This is an optimization exercise on Yosys and OpenROAD, whose aim is small area, a short achievable clock period and few clock cycles per item, not a production implementation. Power figures rest on the tool's default switching activity, not on a simulated workload.

==> inputs of job 804 <==
// pkt_lkp_top
module pkt_lkp_top
(
    input  logic      clk,
    input  logic      rst_i,
    input  logic      b2c_pkt_vld_i,
    input  logic      b2c_pkt_lkp_en_i,
    input  pkt_lkp_pkg::lkp_info_t b2c_pkt_lkp_info_i,
    input  pkt_lkp_pkg::odr_id_t   b2c_pkt_odr_id_i,
    input  logic      b2c_pkt_so_i,
    input  pkt_lkp_pkg::payload_t  b2c_pkt_payload_i,
    output logic      c2b_pkt_rdy_o,
    output logic      c2a_lkp_vld_o,
    output pkt_lkp_pkg::lkp_info_t c2a_lkp_info_o,
    output pkt_lkp_pkg::req_id_t   c2a_lkp_req_id_o,
    input  logic      a2c_lkp_rdy_i,
    input  logic      a2c_lkp_rsp_vld_i,
    input  pkt_lkp_pkg::req_id_t   a2c_lkp_rsp_id_i,
    input  pkt_lkp_pkg::lkp_info_t a2c_lkp_rslt_i,
    output logic      c2d_pkt_vld_o,
    output pkt_lkp_pkg::lkp_info_t c2d_pkt_lkp_rslt_o,
    output pkt_lkp_pkg::odr_id_t   c2d_pkt_odr_id_o,
    output logic      c2d_pkt_so_o,
    output pkt_lkp_pkg::payload_t  c2d_pkt_payload_o,
    input  logic      d2c_pkt_rdy_i
);
==> flow/config.mk <==
export PLATFORM = sky130hd
export DESIGN_NAME = pkt_lkp_top
export DESIGN_NICKNAME = pkt_lkp_top
export VERILOG_FILES = /design/flow/design.v
export SDC_FILE = /design/flow/constraint.sdc
export NUM_CORES = 4
export LEC_CHECK = 0
export CAP_MARGIN = 20
export CORE_MARGIN = 2
export CORE_UTILIZATION = 40
export CTS_CLUSTER_DIAMETER = 100
export CTS_CLUSTER_SIZE = 30
export SETUP_SLACK_MARGIN = 2.0
export SLEW_MARGIN = 20
export TNS_END_PERCENT = 100
==> flow/constraint.sdc <==
create_clock -name core_clock -period 4.0 [get_ports {clk}]
set_input_delay 0.8000 -clock core_clock [delete_from_list [all_inputs] [get_ports {clk}]]
set_output_delay 0.8000 -clock core_clock [all_outputs]
set_load 0.01 [all_outputs]
standard.sh (not shown) runs the stock make flow with config.mk's settings and CLKGATE_MAP_FILE= SYNTH_SCRIPT=/design/flow/synth_recipe.tcl, a recipe that flattens the netlist after the stock synthesis.
==> flow/flow/run.sh <==
#!/bin/bash
# Standard layout, with plain buffers on the ports and footprint-free resizing.
set -euo pipefail
bash standard.sh MATCH_CELL_FOOTPRINT=0 "BUFFER_PORTS_ARGS=-buffer_cell sky130_fd_sc_hd__buf_1" finish > make_finish.log 2>&1
==> inputs of job 7374, as changes to job 804 <==
--- a/flow/design.v
+++ b/flow/design.v
@@ -54,16 +54,16 @@
     output logic      c2d_pkt_vld_o,
     output pkt_lkp_pkg::lkp_info_t c2d_pkt_lkp_rslt_o,
     output pkt_lkp_pkg::odr_id_t   c2d_pkt_odr_id_o,
     output logic      c2d_pkt_so_o,
     output pkt_lkp_pkg::payload_t  c2d_pkt_payload_o,
     input  logic      d2c_pkt_rdy_i
 );
-    localparam int N      = 4;
-    localparam int IW     = 2;
+    localparam int N      = 1;
+    localparam int IW     = 1;
     localparam int TW     = IW + 1;
     localparam int RW     = pkt_lkp_pkg::LKP_INFO_W;
     localparam int DW     = pkt_lkp_pkg::ODR_ID_W + 1 + pkt_lkp_pkg::PAYLOAD_W;
     logic [IW-1:0] head_q, tail_q, head_inc, tail_inc;
     logic          head_w_q, tail_w_q;
     logic [N-1:0]  tail_oh_q;
     logic [N-1:0]  head_oh_q;
@@ -76,71 +76,55 @@
     assign head_inc = (head_q == IW'(N-1)) ? '0 : head_q + 1'b1;
     assign tail_inc = (tail_q == IW'(N-1)) ? '0 : tail_q + 1'b1;
     assign head_tag = {head_w_q, head_q};
     assign tail_tag = {tail_w_q, tail_q};
     assign slots_busy = full_q || (head_q != tail_q);
     logic          req_push;
     logic          req_block_d;
-    assign rdy           = rdy_q;
+    logic          m_free_q;
+    assign rdy           = rdy_q && (m_free_q || a2c_lkp_rdy_i);
     assign c2b_pkt_rdy_o = rdy;
     assign accept        = b2c_pkt_vld_i && rdy;
     assign req_push      = accept && b2c_pkt_lkp_en_i;
-    logic          m_vld_q, s_vld_q, m_vld_d, s_vld_d;
-    logic [RW-1:0] m_info_q, s_info_q;
-    logic [TW-1:0] m_tag_q, s_tag_q;
+    logic          m_vld_q, m_vld_d;
+    logic [RW-1:0] m_info_q;
+    logic [TW-1:0] m_tag_q;
     logic          req_pop;
     assign c2a_lkp_vld_o    = m_vld_q;
     assign c2a_lkp_info_o   = m_info_q;
     assign c2a_lkp_req_id_o = pkt_lkp_pkg::REQ_ID_W'(m_tag_q);
     assign req_pop          = m_vld_q && a2c_lkp_rdy_i;
     always_comb
     begin
         m_vld_d = m_vld_q;
-        s_vld_d = s_vld_q;
-        if (!m_vld_q || req_pop)
-        begin
-            m_vld_d = s_vld_q || req_push;
-            s_vld_d = s_vld_q && req_push;
-        end
-        else if (req_push)
-            s_vld_d = 1'b1;
-    end
-    assign req_block_d = s_vld_d;
+        if (req_push)
+            m_vld_d = 1'b1;
+        else if (req_pop)
+            m_vld_d = 1'b0;
+    end
+    assign req_block_d = 1'b0;
     always_ff @(posedge clk)
     begin
         if (rst_i)
         begin
-            m_vld_q <= 1'b0;
-            s_vld_q <= 1'b0;
-        end
-        else
-        begin
-            m_vld_q <= m_vld_d;
-            s_vld_q <= s_vld_d;
-        end
-    end
-    always_ff @(posedge clk)
-    begin
-        if (!m_vld_q || req_pop)
-        begin
-            if (s_vld_q)
-            begin
-                m_info_q <= s_info_q;
-                m_tag_q  <= s_tag_q;
-            end
-            else if (req_push)
-            begin
-                m_info_q <= b2c_pkt_lkp_info_i;
-                m_tag_q  <= tail_tag;
-            end
-        end
-        if (req_push && (s_vld_q || (m_vld_q && !req_pop)))
-        begin
-            s_info_q <= b2c_pkt_lkp_info_i;
-            s_tag_q  <= tail_tag;
+            m_vld_q  <= 1'b0;
+            m_free_q <= 1'b1;
+        end
+        else
+        begin
+            m_vld_q  <= m_vld_d;
+            m_free_q <= !m_vld_d;
+        end
+    end
+    always_ff @(posedge clk)
+    begin
+        if (req_push)
+        begin
+            m_info_q <= b2c_pkt_lkp_info_i;
+            m_tag_q  <= tail_tag;
         end
     end
     logic [DW-1:0] data_q [N];
     logic [RW-1:0] rslt_q [N];
     logic [N-1:0]  lkp_q;
     logic [N-1:0]  done_q;
     logic [IW-1:0] rsp_idx;
@@ -217,23 +201,23 @@
             full_q <= full_d;
             rdy_q  <= !full_d && !req_block_d;
             done_q <= done_q | slot_wr;
             if (load)
             begin
                 done_q[head_q] <= 1'b0;
                 head_q         <= head_inc;
-                head_oh_q      <= {head_oh_q[N-2:0], head_oh_q[N-1]};
+                head_oh_q      <= head_oh_q;
                 if (head_q == IW'(N-1))
                     head_w_q <= !head_w_q;
             end
             if (accept)
             begin
                 done_q[tail_q] <= !b2c_pkt_lkp_en_i;
                 tail_q         <= tail_inc;
-                tail_oh_q      <= {tail_oh_q[N-2:0], tail_oh_q[N-1]};
+                tail_oh_q      <= tail_oh_q;
                 if (tail_q == IW'(N-1))
                     tail_w_q <= !tail_w_q;
             end
         end
     end
     logic [RW-1:0] out_rslt;
     assign out_rslt = (load && head_done) ? head_rslt : a2c_lkp_rslt_i;
==> qor summary <==
                                                                                                  job 804                 job 7374
Status                                                                            complete, no violations  complete, no violations
Startpoint of the worst register-to-register path                                               head_q[1]               out_full_q
Max reg flops                                                                                         272                       68
Area share of and/or/nand/nor cells after synthesis                                                 3.40%                    1.91%
Worst flop-to-flop path endpoint                                                   c2d_pkt_lkp_rslt_o[16]    c2d_pkt_payload_o[12]
Multiplexer share of the synthesized area                                                           3.07%                    2.88%
Clock group share of total power                                                                    19.8%                    27.8%
Cts bufs inserted                                                                                      21                       10
Antenna diodes                                                                                          3                        1
Bufs and invs on worst path                                                                             1                        2
Final period utilization                                                                            49.7%                    49.6%
CP Class                                                                                       reg -> out                in -> out
First-pass iteration count of the detailed router                                                       4                        5
Clock input transition at the sequential cells of the worst setup and hold paths                  0.12 ns                  0.10 ns
Switching Fraction                                                                                  30.3%                    20.3%
Mean cell area of the mapped netlist                                                             18.3 um2                 21.6 um2
Internal                                                                                          9.08 mW                  3.14 mW
Startpoint of the most critical hold path                                          b2c_pkt_lkp_info_i[12]            data_q[0][17]
Number of enable flip-flop cells after synthesis                                                      497                      200
Start point of the critical path                                                     c2d_pkt_payload_o[3]            a2c_lkp_rdy_i
Post-synthesis cell type count                                                                         43                       29
Standard-cell row count                                                                                79                       48
Wire length on met2                                                                             19,500 um                  6410 um
Function was not checked in any run of this note: the RTL went through the layout flow alone.

==> port drivers added, routing unchanged <==
In the flow no input, the clock included, has a driving cell. The finished layouts below were timed again as built, in two steps.
Step 1, drivers: a clkbuf_16 drives clk and a buf_2 each remaining input, both assumed.
Step 2 times the ports against the registers' clock, not the clock port: input delays grow and output delays shrink by t, the midpoint of the rising clock arrivals with the driver on.
Slacks: ideal / step 1 / step 2; pairs: ideal / step 1.
run | t, ns | setup slack, ns | pins driven straight from the clock port
job 804 | 0.615 | 2.014 / 1.960 / 1.472 | 1
job 7374 | 0.486 | 2.016 / 1.983 / 1.651 | 1
After both steps every run listed still meets setup and hold. For job 804, which loses most, drivers alone change the setup slack by -0.054 ns; drivers and shift together by -0.542 ns.
